This design comes from an exercise in tuning for small area, a short achievable clock period and few clock cycles per item on the open sky130 flow, not from production work. The RTL was checked by simulation tests, not by an equivalence proof against the original design. Power figures rest on the tool's default switching activity, not on a simulated workload.

red:
==> module md5_round, before the edit <==
module md5_round (
    input  logic [3:0]  rsel1,
    input  logic [4:0]  rsel2,
    input  logic [31:0] pre,
    input  logic [31:0] b,
    input  logic [31:0] x1,
    input  logic [31:0] x0,
    output logic [31:0] b_next
);
    function automatic logic [31:0] carries(input logic [31:0] g_in, input logic [31:0] p_in);
        logic [31:0] g, p, gn, pn;
        g = g_in;
        p = p_in;
        for (int s = 1; s < 32; s = s * 2)
        begin
            gn = g;
            pn = p;
            for (int i = s; i < 32; i++)
            begin
                gn[i] = g[i] | (p[i] & g[i-s]);
                pn[i] = p[i] & p[i-s];
            end
            g = gn;
            p = pn;
        end
        carries = g;
    endfunction
    logic [31:0] f;
    logic [31:0] g1, p1, g2, p2, c1, c2;
    logic [31:0] sum;
    logic [31:0] rot1;
    logic [31:0] rot;
    always_comb
    begin
        f    = (b & x1) | (~b & x0);
        g1   = pre & f;
        p1   = pre ^ f;
        for (int i = 0; i < 2; i++)
        begin
            g1[i] = b[i] ? (pre[i] & x1[i]) : (pre[i] & x0[i]);
            p1[i] = b[i] ? (pre[i] ^ x1[i]) : (pre[i] ^ x0[i]);
        end
        c1   = carries(g1, p1);
        sum  = p1 ^ {c1[30:0], 1'b0};
        rot1 = ({32{rsel1[0]}} & sum)
            | ({32{rsel1[1]}} & {sum[30:0], sum[31:31]})
            | ({32{rsel1[2]}} & {sum[29:0], sum[31:30]})
            | ({32{rsel1[3]}} & {sum[28:0], sum[31:29]});
        rot  = ({32{rsel2[0]}} & {rot1[27:0], rot1[31:28]})
            | ({32{rsel2[1]}} & {rot1[23:0], rot1[31:24]})
            | ({32{rsel2[2]}} & {rot1[19:0], rot1[31:20]})
            | ({32{rsel2[3]}} & {rot1[15:0], rot1[31:16]})
            | ({32{rsel2[4]}} & {rot1[11:0], rot1[31:12]});
        g2   = b & rot;
        p2   = b ^ rot;
        for (int i = 0; i < 2; i++)
        begin
            g2[i] = 1'b0;
            p2[i] = 1'b0;
            for (int k = 0; k < 5; k++)
            begin
                g2[i] = g2[i] | (rsel2[k] & b[i] & rot1[(i + 28 - 4 * k) % 32]);
                p2[i] = p2[i] | (rsel2[k] & (b[i] ^ rot1[(i + 28 - 4 * k) % 32]));
            end
        end
        c2   = carries(g2, p2);
        b_next = p2 ^ {c2[30:0], 1'b0};
    end
endmodule
clock: 9.0 ns
lec_check: 0
abc_area: 1
abc_clock_period_in_ps: 6000
cap_margin: 20
core_margin: 2
core_utilization: 50
setup_slack_margin: 5
slew_margin: 20
tns_end_percent: 10
run.sh (not shown) runs the stock make flow with config.mk's settings and CLKGATE_MAP_FILE= SYNTH_SCRIPT=/design/flow/synth_recipe.tcl, a recipe that flattens the netlist after the stock synthesis.
The final layout from red, which completed every stage, passed the timing, design-rule and antenna checks at the end of the flow.
Testbench counts of red, summed over its fixed seeds: cycles 59,120, bytes 44,906.
#### Input delta (blue over red)
==> flow/design.v, changed modules only <==
module md5_round (
    input  logic [3:0]  rsel1,
    input  logic [4:0]  rsel2,
    input  logic [31:0] pre,
    input  logic [31:0] b,
    input  logic [31:0] x1,
    input  logic [31:0] x0,
    output logic [31:0] b_next
);
    logic [31:0] f;
    logic [31:0] sum;
    logic [31:0] rot1;
    logic [31:0] rot;
    always_comb
    begin
        f    = (b & x1) | (~b & x0);
        sum  = pre + f;
        rot1 = ({32{rsel1[0]}} & sum)
            | ({32{rsel1[1]}} & {sum[30:0], sum[31:31]})
            | ({32{rsel1[2]}} & {sum[29:0], sum[31:30]})
            | ({32{rsel1[3]}} & {sum[28:0], sum[31:29]});
        rot  = ({32{rsel2[0]}} & {rot1[27:0], rot1[31:28]})
            | ({32{rsel2[1]}} & {rot1[23:0], rot1[31:24]})
            | ({32{rsel2[2]}} & {rot1[19:0], rot1[31:20]})
            | ({32{rsel2[3]}} & {rot1[15:0], rot1[31:16]})
            | ({32{rsel2[4]}} & {rot1[11:0], rot1[31:12]});
        b_next = b + rot;
    end
endmodule
### Flow results
Die boundary height, red and blue, lower one = blue.
blue vs. red: final hold slack -21 ps, number of cells produced by synthesis -about 0.7%, post-route fraction of the period consumed by the critical path +1.8 points, die area -about 1%, sequential area share after synthesis +0.48 points.
Comparing met1 routing resource usage after global routing for red and blue, the smaller number came from red.
Re number of antenna-violating nets in the routed design: no difference whatsoever between red and blue.
A launching element of the worst setup path of b_reg[22] is what red shows, while late_reg[0] belongs to blue.
Diff red -> blue: number of max-slew violations in the final report barely changed, post-route cell area lower, clock power share up 0.4 points, met1 layer wirelength in the final routing went up.
Testbench counts of blue, summed over its fixed seeds: cycles 59,120, bytes 44,906.

## static timing again, ports no longer ideal
The results above use ideal ports. As a check the final layouts listed here were re-extracted and re-timed, cells and wires unchanged.
Step 1 assumes that a clkbuf_16 drives the clock port and a buf_2 every other input.
Step 2, shift: input delay + t, output delay - t, t = (earliest + latest rising clock arrival at the registers) / 2. This alone moves slack from input paths to output paths.
a / b / c = ideal ports / drivers / drivers and shift; a / b = the first two.
run	shift t [ns]	setup slack, ns	hold WS [ns]	clock arrival spread, ns	worst data-port slew with drivers (ns)
red	0.758	4.366 / 4.366 / 4.113	0.314 / 0.314 / 0.314	0.067 / 0.067	0.04
blue	0.782	4.207 / 4.207 / 3.637	0.293 / 0.293 / 0.293	0.062 / 0.062	0.04
After both steps every run listed still meets setup and hold. For blue, which loses most, drivers alone change the setup slack by 0.000 ns; drivers and shift together by -0.570 ns.
